Background: an optimization exercise with open tools, aiming at small area and a short achievable clock period. Do not read the settings as production practice.
No activity file was given, so power comes from the tool's default toggle rates.

Setup of pepper:
==> module d_mem_responder, before the edit <==
module d_mem_responder #(
   parameter int unsigned DEPTH       = 64,
   parameter int unsigned WAIT_CYCLES = 2
) (
   input  logic        clock,
   input  logic        reset,
   input  logic        req_valid,
   output logic        req_ready,
   input  logic        req_we,
   input  logic [31:0] req_addr,
   input  logic [31:0] req_wdata,
   output logic        rsp_valid,
   input  logic        rsp_ready,
   output logic [31:0] rsp_rdata,
   output logic        rsp_err,
   output logic        busy
);
   localparam int NR  = 21;     
   localparam int SGL = 21;     
   logic busy_q, rsp_q, w2_q, w1_q, w0_q;
   logic st0_q;                 
   logic wen0_q;                
   logic wen0n_q;               
   logic          we_q, mis_q;
   logic [NR:0]   sel_q;        
   logic [2:0]    w_q;          
   logic [2:0]    ht_q;         
   logic [2:0]    ft_q;         
   logic          hit;          
   logic          flip;         
   logic [31:0]   r_q;          
   logic          p1_q, p2_q;   
   logic          wen12_q;      
   logic          wen12n_q;     
   logic [2:0]    t_q;          
   logic          accept, ld_wait, rd_now;
   logic          req_mis;
   logic [5:0]    req_idx;
   logic [NR:0]   req_sel;
   logic [2:0]    req_w;
   logic [2:0]    t_d;
   assign req_mis = |req_addr[1:0];
   assign req_idx = req_addr[7:2];
   logic [2:0] k_ring;
   logic [2:0] k_word;
   always_comb begin
      unique case (req_idx[5:2])
         4'd0:  begin k_ring = 3'd0; k_word = 3'b001; end
         4'd1:  begin k_ring = 3'd0; k_word = 3'b010; end
         4'd2:  begin k_ring = 3'd0; k_word = 3'b100; end
         4'd3:  begin k_ring = 3'd1; k_word = 3'b001; end
         4'd4:  begin k_ring = 3'd1; k_word = 3'b010; end
         4'd5:  begin k_ring = 3'd1; k_word = 3'b100; end
         4'd6:  begin k_ring = 3'd2; k_word = 3'b001; end
         4'd7:  begin k_ring = 3'd2; k_word = 3'b010; end
         4'd8:  begin k_ring = 3'd2; k_word = 3'b100; end
         4'd9:  begin k_ring = 3'd3; k_word = 3'b001; end
         4'd10: begin k_ring = 3'd3; k_word = 3'b010; end
         4'd11: begin k_ring = 3'd3; k_word = 3'b100; end
         4'd12: begin k_ring = 3'd4; k_word = 3'b001; end
         4'd13: begin k_ring = 3'd4; k_word = 3'b010; end
         4'd14: begin k_ring = 3'd4; k_word = 3'b100; end
         default: begin k_ring = 3'd5; k_word = 3'b000; end
      endcase
   end
   always_comb begin
      req_sel = '0;
      req_w   = 3'd0;
      if (req_idx[1:0] != 2'd3) begin
         req_sel[req_idx[5:2]] = 1'b1;
         req_w[req_idx[1:0]]   = 1'b1;
      end else begin
         req_sel[16 + k_ring] = 1'b1;    
         req_w = k_word;
      end
   end
   assign accept = req_valid && !busy_q && !reset;
   logic [2:0] htn_q, ftn_q;
   logic [2:0] htnn, ftnn;      
   assign t_d = (t_q >= 3'd5) ? 3'd0 : t_q + 3'd1;
   always_comb begin
      unique case (t_q)
         3'd0:    begin htnn = 3'b001; ftnn = 3'b000; end   
         3'd1:    begin htnn = 3'b100; ftnn = 3'b100; end   
         3'd2:    begin htnn = 3'b010; ftnn = 3'b010; end   
         3'd3:    begin htnn = 3'b001; ftnn = 3'b001; end   
         3'd4:    begin htnn = 3'b100; ftnn = 3'b000; end   
         3'd5:    begin htnn = 3'b010; ftnn = 3'b000; end   
         default: begin htnn = 3'b010; ftnn = 3'b000; end   
      endcase
   end
   assign hit  = |(w_q & ht_q) || sel_q[SGL];
   logic hit_d;
   assign hit_d = |(w_q & htn_q) || sel_q[SGL];
   assign flip = |(w_q & ft_q) || (sel_q[SGL] && t_q[0]);
   always_ff @(posedge clock or posedge reset) begin
      if (reset) begin
         busy_q <= 1'b0;
         rsp_q  <= 1'b0;
         w2_q   <= 1'b0;
         w1_q   <= 1'b0;
         w0_q   <= 1'b0;
         st0_q  <= 1'b0;
         wen0_q <= 1'b0;
         wen0n_q <= 1'b1;
      end else begin
         w2_q  <= req_valid && !busy_q;
         w1_q  <= w2_q;
         w0_q  <= w1_q;
         st0_q <= w1_q && we_q && !mis_q;
         wen0_q <= w1_q && we_q && !mis_q && hit_d;
         wen0n_q <= !(w1_q && we_q && !mis_q && hit_d);
         if (!busy_q)       busy_q <= req_valid;
         else if (rsp_q && rsp_ready) busy_q <= 1'b0;
         if (w0_q)          rsp_q <= 1'b1;
         else if (rsp_ready) rsp_q <= 1'b0;
      end
   end
   always_ff @(posedge clock) begin
      t_q    <= t_d;
      htn_q  <= htnn;
      ftn_q  <= ftnn;
      ht_q   <= htn_q;
      ft_q   <= ftn_q;
      p1_q   <= st0_q;
      p2_q   <= p1_q;
      wen12_q <= (st0_q || p1_q) && hit_d;
      wen12n_q <= !((st0_q || p1_q) && hit_d);
      if (accept) begin
         we_q  <= req_we;
         mis_q <= req_mis;
         sel_q <= req_sel;
         w_q   <= req_w;
      end
   end
   assign ld_wait = (w2_q || w1_q || w0_q) && !we_q && !mis_q;
   assign rd_now  = ld_wait && hit;
   logic [31:0] ring_p0 [NR];
   logic [31:0] ring_p1 [NR];
   logic [31:0] ring_p2 [NR];
   logic [31:0] single_q;
   logic [31:0] wdata_x;        
   assign wdata_x = r_q ^ {32{flip}};
   for (genvar g = 0; g < NR; g++) begin : g_ring
      logic wr, wr_n;
      logic [31:0] d0;
      assign wr   = (wen0_q || wen12_q) && sel_q[g];
      assign wr_n = (wen0n_q && wen12n_q) || !sel_q[g];
      for (genvar b = 0; b < 32; b++) begin : g_bit
         dmr_ring_in u_in (.sel(wr), .sel_n(wr_n), .d1(wdata_x[b]),
                           .d0(ring_p2[g][b]), .y(d0[b]));
      end
      always_ff @(posedge clock) begin
         ring_p0[g] <= d0;
         ring_p1[g] <= ring_p0[g];
         ring_p2[g] <= ring_p1[g];
      end
   end
   begin : g_single
      logic wr, wr_n;
      logic [31:0] d0;
      assign wr   = (wen0_q || wen12_q) && sel_q[SGL];
      assign wr_n = (wen0n_q && wen12n_q) || !sel_q[SGL];
      for (genvar b = 0; b < 32; b++) begin : g_bit
         dmr_ring_in u_in (.sel(wr), .sel_n(wr_n), .d1(wdata_x[b]),
                           .d0(single_q[b]), .y(d0[b]));
      end
      always_ff @(posedge clock) single_q <= d0;
   end
   logic [31:0] rd_ring, rd_word;
   always_comb begin
      rd_ring = 32'd0;
      for (int g = 0; g < NR; g++) rd_ring = rd_ring | (ring_p2[g] & {32{sel_q[g]}});
      rd_ring = rd_ring | (single_q & {32{sel_q[SGL]}});
   end
   assign rd_word = rd_ring ^ {32{flip}};
   always_ff @(posedge clock) begin
      if (accept)      r_q <= req_mis ? 32'd0 : req_wdata;
      else if (rd_now) r_q <= rd_word;
   end
   assign req_ready = !busy_q && !reset;
   assign rsp_valid = rsp_q;
   assign rsp_rdata = r_q;
   assign rsp_err   = mis_q;
   assign busy      = busy_q;
endmodule
==> flow/config.mk <==
export PLATFORM = sky130hd
export DESIGN_NAME = d_mem_responder
export DESIGN_NICKNAME = d_mem_responder
export VERILOG_FILES = /design/flow/design.v
export SDC_FILE = /design/flow/constraint.sdc
export NUM_CORES = 4
export LEC_CHECK = 0
export CAP_MARGIN = 20
export CORE_MARGIN = 2
export CORE_UTILIZATION = 40
export SETUP_SLACK_MARGIN = 1.6
export SLEW_MARGIN = 20
export SYNTH_HIERARCHICAL = 1
export SYNTH_MINIMUM_KEEP_SIZE = 0
==> flow/constraint.sdc <==
create_clock -name core_clock -period 4.0 [get_ports {clock}]
set_input_delay 0.8000 -clock core_clock [delete_from_list [all_inputs] [get_ports {clock}]]
set_output_delay 0.8000 -clock core_clock [all_outputs]
set_load 0.01 [all_outputs]
standard.sh (not shown) runs the stock make flow with config.mk's settings and CLKGATE_MAP_FILE= SYNTH_SCRIPT=/design/flow/synth_recipe.tcl, a recipe that flattens the netlist after the stock synthesis.
==> flow/flow/run.sh <==
#!/bin/bash
# Standard layout, with port buffers of a faster cell than buffer_ports picks
# and a clock tree with larger sink clusters.
set -euo pipefail
bash standard.sh finish \
  "BUFFER_PORTS_ARGS=-buffer_cell sky130_fd_sc_hd__buf_4" \
  "CTS_ARGS=-sink_clustering_enable -repair_clock_nets -sink_clustering_size 30 -sink_clustering_max_diameter 120 -buf_list sky130_fd_sc_hd__clkbuf_16" \
  > layout_make.log 2>&1
Inputs modified between pepper and garnet:
diff --git a/flow/design.v b/flow/design.v
--- a/flow/design.v
+++ b/flow/design.v
@@ -18,24 +18,22 @@
    localparam int NR  = 21;     
    localparam int SGL = 21;     
    logic busy_q, rsp_q, w2_q, w1_q, w0_q;
    logic st0_q;                 
    logic wen0_q;                
-   logic wen0n_q;               
    logic          we_q, mis_q;
    logic [NR:0]   sel_q;        
    logic [2:0]    w_q;          
    logic [2:0]    ht_q;         
    logic [2:0]    ft_q;         
    logic          hit;          
    logic          flip;         
    logic [31:0]   r_q;          
    logic          p1_q, p2_q;   
    logic          wen12_q;      
-   logic          wen12n_q;     
    logic [2:0]    t_q;          
-   logic          accept, ld_wait, rd_now;
+   logic          accept, ld_wait, rd_now, wen;
    logic          req_mis;
    logic [5:0]    req_idx;
    logic [NR:0]   req_sel;
    logic [2:0]    req_w;
    logic [2:0]    t_d;
@@ -73,109 +71,92 @@
          req_sel[16 + k_ring] = 1'b1;    
          req_w = k_word;
       end
    end
    assign accept = req_valid && !busy_q && !reset;
-   logic [2:0] htn_q, ftn_q;
-   logic [2:0] htnn, ftnn;      
    assign t_d = (t_q >= 3'd5) ? 3'd0 : t_q + 3'd1;
+   logic [2:0] ht_d, ft_d;
    always_comb begin
-      unique case (t_q)
-         3'd0:    begin htnn = 3'b001; ftnn = 3'b000; end   
-         3'd1:    begin htnn = 3'b100; ftnn = 3'b100; end   
-         3'd2:    begin htnn = 3'b010; ftnn = 3'b010; end   
-         3'd3:    begin htnn = 3'b001; ftnn = 3'b001; end   
-         3'd4:    begin htnn = 3'b100; ftnn = 3'b000; end   
-         3'd5:    begin htnn = 3'b010; ftnn = 3'b000; end   
-         default: begin htnn = 3'b010; ftnn = 3'b000; end   
-      endcase
+      for (int w = 0; w < 3; w++) begin
+         logic [3:0] s;
+         s = 4'(t_d) + 4'(w);
+         ht_d[w] = (s == 4'd2) || (s == 4'd5) || (s == 4'd8);
+         ft_d[w] = (s == 4'd5);
+      end
    end
-   assign hit  = |(w_q & ht_q) || sel_q[SGL];
+   assign hit  = |(w_q & ht_q);
    logic hit_d;
-   assign hit_d = |(w_q & htn_q) || sel_q[SGL];
-   assign flip = |(w_q & ft_q) || (sel_q[SGL] && t_q[0]);
+   assign hit_d = |(w_q & ht_d);
+   assign flip = |(w_q & ft_q);
    always_ff @(posedge clock or posedge reset) begin
       if (reset) begin
          busy_q <= 1'b0;
          rsp_q  <= 1'b0;
          w2_q   <= 1'b0;
          w1_q   <= 1'b0;
          w0_q   <= 1'b0;
          st0_q  <= 1'b0;
          wen0_q <= 1'b0;
-         wen0n_q <= 1'b1;
       end else begin
          w2_q  <= req_valid && !busy_q;
          w1_q  <= w2_q;
          w0_q  <= w1_q;
          st0_q <= w1_q && we_q && !mis_q;
          wen0_q <= w1_q && we_q && !mis_q && hit_d;
-         wen0n_q <= !(w1_q && we_q && !mis_q && hit_d);
          if (!busy_q)       busy_q <= req_valid;
          else if (rsp_q && rsp_ready) busy_q <= 1'b0;
          if (w0_q)          rsp_q <= 1'b1;
          else if (rsp_ready) rsp_q <= 1'b0;
       end
    end
    always_ff @(posedge clock) begin
       t_q    <= t_d;
-      htn_q  <= htnn;
-      ftn_q  <= ftnn;
-      ht_q   <= htn_q;
-      ft_q   <= ftn_q;
+      ht_q   <= ht_d;
+      ft_q   <= ft_d;
       p1_q   <= st0_q;
       p2_q   <= p1_q;
       wen12_q <= (st0_q || p1_q) && hit_d;
-      wen12n_q <= !((st0_q || p1_q) && hit_d);
       if (accept) begin
          we_q  <= req_we;
          mis_q <= req_mis;
          sel_q <= req_sel;
          w_q   <= req_w;
       end
    end
    assign ld_wait = (w2_q || w1_q || w0_q) && !we_q && !mis_q;
-   assign rd_now  = ld_wait && hit;
+   assign rd_now  = ld_wait && (hit || sel_q[SGL]);
+   assign wen     = wen0_q || wen12_q;
    logic [31:0] ring_p0 [NR];
    logic [31:0] ring_p1 [NR];
    logic [31:0] ring_p2 [NR];
    logic [31:0] single_q;
    logic [31:0] wdata_x;        
    assign wdata_x = r_q ^ {32{flip}};
    for (genvar g = 0; g < NR; g++) begin : g_ring
       logic wr, wr_n;
       logic [31:0] d0;
-      assign wr   = (wen0_q || wen12_q) && sel_q[g];
-      assign wr_n = (wen0n_q && wen12n_q) || !sel_q[g];
+      assign wr_n = !(wen && sel_q[g]);
+      assign wr   = !wr_n;
       for (genvar b = 0; b < 32; b++) begin : g_bit
          dmr_ring_in u_in (.sel(wr), .sel_n(wr_n), .d1(wdata_x[b]),
                            .d0(ring_p2[g][b]), .y(d0[b]));
       end
       always_ff @(posedge clock) begin
          ring_p0[g] <= d0;
          ring_p1[g] <= ring_p0[g];
          ring_p2[g] <= ring_p1[g];
       end
    end
-   begin : g_single
-      logic wr, wr_n;
-      logic [31:0] d0;
-      assign wr   = (wen0_q || wen12_q) && sel_q[SGL];
-      assign wr_n = (wen0n_q && wen12n_q) || !sel_q[SGL];
-      for (genvar b = 0; b < 32; b++) begin : g_bit
-         dmr_ring_in u_in (.sel(wr), .sel_n(wr_n), .d1(wdata_x[b]),
-                           .d0(single_q[b]), .y(d0[b]));
-      end
-      always_ff @(posedge clock) single_q <= d0;
+   always_ff @(posedge clock) begin
+      if (st0_q && sel_q[SGL]) single_q <= r_q;
    end
    logic [31:0] rd_ring, rd_word;
    always_comb begin
       rd_ring = 32'd0;
       for (int g = 0; g < NR; g++) rd_ring = rd_ring | (ring_p2[g] & {32{sel_q[g]}});
-      rd_ring = rd_ring | (single_q & {32{sel_q[SGL]}});
    end
-   assign rd_word = rd_ring ^ {32{flip}};
+   assign rd_word = sel_q[SGL] ? single_q : rd_ring ^ {32{flip}};
    always_ff @(posedge clock) begin
       if (accept)      r_q <= req_mis ? 32'd0 : req_wdata;
       else if (rd_now) r_q <= rd_word;
    end
    assign req_ready = !busy_q && !reset;
## What came out
- pepper vs garnet, capture point of the worst path: ring_p0[20][17] vs wen0_q
- Going from pepper to garnet, number of standard cells in the final layout excluding fillers shows a reduction of 151; register cell area after layout saw an increase; number of synthesized register bits went down by 8; core utilization decreased by 0.44 points relative to the old numbers.
- Cmp garnet vs pepper: combinational cell fraction of total power lower in garnet
- Diff pepper -> garnet: number of clock buffer instances in the layout lost 6; placeable core area shrank by 0.50%.
Function was not checked in any run of this note: the RTL went through the layout flow alone.

==> re-timing with driven ports <==
No port has a modelled driver above. Below, the same layouts with a new extraction and two added sets of constraints. Step 1, drivers: a clkbuf_16 drives clock and a buf_2 each remaining input, both assumed. Step 2 adds t to the input delays and takes it off the output delays; t is the mean of the earliest and latest rising clock arrival at the registers after step 1. Input paths then give back, and output paths get back, about the clock's delay inside the block. a / b / c = no drivers / after step 1 / after step 2; a / b = the first two.
run	t, ns	setup WS [ns]	latest minus earliest clock arrival (ns)	cell pins on the clock port's net
pepper	0.736	1.623 / 1.623 / 1.093	0.044 / 0.044	1
garnet	0.769	1.485 / 1.485 / 1.089	0.028 / 0.028	1
After both steps every run listed still meets setup and hold. For pepper, which loses most, drivers alone change the setup slack by 0.000 ns; drivers and shift together by -0.530 ns.
